What follows belongs to an exercise in optimizing a design on an open flow for small area and a short achievable clock period; a production flow would make more cautious choices. Function was checked by simulation only, so behaviour that the tests miss may differ from the original. No activity file was given, so power comes from the tool's default toggle rates.

Setup of old:
==> flow/design.v (excerpt) <==
module ex_stage_top (
    input  logic         clk,
    input  logic         rst,
    input  logic         stall_i,
    input  logic         flush_i,
    input  logic [250:0] id_to_ex_i,
    output logic [140:0] ex_to_mem_o,
    output logic [69:0]  bypass_o,
    output logic [64:0]  redirect_o,
    output logic [137:0] dmem_req_o,
    output logic         stall_load_o
);
For scale: ~670 I/O pins, roughly 0.030 mm^2 of cells after synthesis.
Settings: LEC_CHECK=0, ABC_AREA=1, CAP_MARGIN=20, CORE_MARGIN=2, CORE_UTILIZATION=40, CTS_CLUSTER_DIAMETER=60, CTS_CLUSTER_SIZE=40, SETUP_SLACK_MARGIN=4.45, SLEW_MARGIN=20, SYNTH_HIERARCHICAL=1; clock period 9.0 ns.
standard.sh (not shown) runs the stock make flow with config.mk's settings and CLKGATE_MAP_FILE= SYNTH_SCRIPT=/design/flow/synth_recipe.tcl, a recipe that flattens the netlist after the stock synthesis.
==> flow/flow/run.sh <==
#!/bin/bash
set -euo pipefail
cd "$(dirname "$0")/.."
bash standard.sh "BUFFER_PORTS_ARGS=-buffer_cell sky130_fd_sc_hd__buf_1" finish > standard.log 2>&1
old completed; timing, DRC and antenna clean
> inputs changed (old -> new)
Settings: SETUP_SLACK_MARGIN: 4.45 -> 4.55.
Notes after the runs:
Compared new vs old, and non-clock buffer count is up in new.
Run comparison: old slowest cell on the critical path o22ai_2; new slowest cell on the critical path ha_1
Taking old as the reference, in new routed length on met3 shrank by 2.0%; number of non-filler instances in the completed layout grew by about 0.65%; sequential share of cell area shrank by 0.37 points; sum of routed wire segments on met1 grew by 4.4%; routed wirelength normalized by instance count grew by 2.7%.
Diff old -> new | total power of the final layout | increase of 3.3%
Compare new and old | wire length higher: new
STATUS minimum period implied by the final worst setup slack: new wins against old
Where switching power is concerned, old is better than new.
For new, the critical path capture point was q[132], unlike old, where it was q[211].

* * *

the previous run:
ex_stage_top again, from the RTL that the note above started with.
==> flow/config.mk <==
export PLATFORM = sky130hd
export DESIGN_NAME = ex_stage_top
export DESIGN_NICKNAME = ex_stage_top
export VERILOG_FILES = /design/flow/design.v
export SDC_FILE = /design/flow/constraint.sdc
export NUM_CORES = 4
export LEC_CHECK = 0
export ABC_AREA = 1
export CAP_MARGIN = 20
export CORE_MARGIN = 2
export CORE_UTILIZATION = 50
export CTS_CLUSTER_DIAMETER = 60
export CTS_CLUSTER_SIZE = 40
export SETUP_SLACK_MARGIN = 4.3
export SLEW_MARGIN = 20
export SYNTH_HIERARCHICAL = 1
==> flow/constraint.sdc <==
create_clock -name core_clock -period 9.0 [get_ports {clk}]
set_input_delay 1.8000 -clock core_clock [delete_from_list [all_inputs] [get_ports {clk}]]
set_output_delay 1.8000 -clock core_clock [all_outputs]
set_load 0.01 [all_outputs]
Scripts as last shown in full above: flow/flow/run.sh
The previous run ran to completion and came out clean on the timing, design-rule and antenna checks.
Changes in the current run relative to the previous run:
- SETUP_SLACK_MARGIN: 4.3 -> 4.55
Results
- The current run finished every stage and its layout cleared the timing, design-rule and antenna checks.
- The current run against the previous run: fraction of area in multi-input gates now smaller; measured slew at the worst slew-check pin went up; ratio of final minimum period to clock period saw a decrease; sequential power was more or less identical; multi-input gate area in the final layout +4.5%.

* * *

ex_stage_top again, from the RTL that the note above started with.
## ex_stage_top
module ex_stage_top (
    input  logic         clk,
    input  logic         rst,
    input  logic         stall_i,
    input  logic         flush_i,
    input  logic [250:0] id_to_ex_i,
    output logic [140:0] ex_to_mem_o,
    output logic [69:0]  bypass_o,
    output logic [64:0]  redirect_o,
    output logic [137:0] dmem_req_o,
    output logic         stall_load_o
);
==> flow/config.mk <==
export PLATFORM = sky130hd
export DESIGN_NAME = ex_stage_top
export DESIGN_NICKNAME = ex_stage_top
export VERILOG_FILES = /design/flow/design.v
export SDC_FILE = /design/flow/constraint.sdc
export NUM_CORES = 4
export LEC_CHECK = 0
export ABC_AREA = 1
export CAP_MARGIN = 20
export CORE_MARGIN = 2
export CORE_UTILIZATION = 50
export CTS_CLUSTER_DIAMETER = 60
export CTS_CLUSTER_SIZE = 40
export SETUP_SLACK_MARGIN = 4.45
export SLEW_MARGIN = 20
export SYNTH_HIERARCHICAL = 1
==> flow/constraint.sdc <==
create_clock -name core_clock -period 9.0 [get_ports {clk}]
set_input_delay 1.8000 -clock core_clock [delete_from_list [all_inputs] [get_ports {clk}]]
set_output_delay 1.8000 -clock core_clock [all_outputs]
set_load 0.01 [all_outputs]
Scripts as last shown in full above: flow/flow/run.sh
The first run ran to the end with no violations.
Then changed:
- CORE_UTILIZATION: 50 -> 55
- SETUP_SLACK_MARGIN: 4.45 -> 4.5
Result: Worst setup slack gets worse by 0.035 ns; sequential share of layout area goes down by 0.14 points; global-route usage goes up by 3.3 points.

port drivers added, routing unchanged:
In the flow no input, the clock included, has a driving cell. The finished layouts below were timed again as built, in two steps. Step 1 (the two cells are an assumption about what drives the block):
set clk [get_ports {clk}]
set_driving_cell -lib_cell sky130_fd_sc_hd__clkbuf_16 $clk
set_driving_cell -lib_cell sky130_fd_sc_hd__buf_2 [delete_from_list [all_inputs] $clk]
Step 2 moves the port delays by t, midway between the first and last clock arrival at a register: inputs arrive t later, outputs are due t later. That takes back most of the time a late clock gives input paths. Slacks: no drivers / after step 1 / after step 2; pairs: no drivers / after step 1.
run | t, ns | setup slack, ns | worst hold slack (ns) | worst setup path after step 2 | worst register clock-pin slew, ns
old | 0.651 | 4.471 / 4.461 / 3.846 | 0.450 / 0.450 / 0.450 | input to register | 0.08 / 0.08
new | 0.643 | 4.550 / 4.570 / 3.933 | 0.452 / 0.452 / 0.452 | input to register | 0.08 / 0.08
the previous run | 0.694 | 4.266 / 4.307 / 3.613 | 0.452 / 0.452 / 0.452 | input to register | 0.09 / 0.09
the current run | 0.637 | 4.527 / 4.522 / 3.893 | 0.452 / 0.452 / 0.452 | input to register | 0.08 / 0.08
the first run of note 3 | 0.680 | 4.483 / 4.476 / 3.795 | 0.452 / 0.452 / 0.452 | input to register | 0.09 / 0.09
the second run of note 3 | 0.671 | 4.447 / 4.464 / 3.792 | 0.456 / 0.456 / 0.456 | input to register | 0.09 / 0.09
After both steps setup and hold are still met in every run listed. The setup slack of the first run of note 3, which loses most, moves by -0.007 ns with the drivers and by -0.688 ns with both steps.
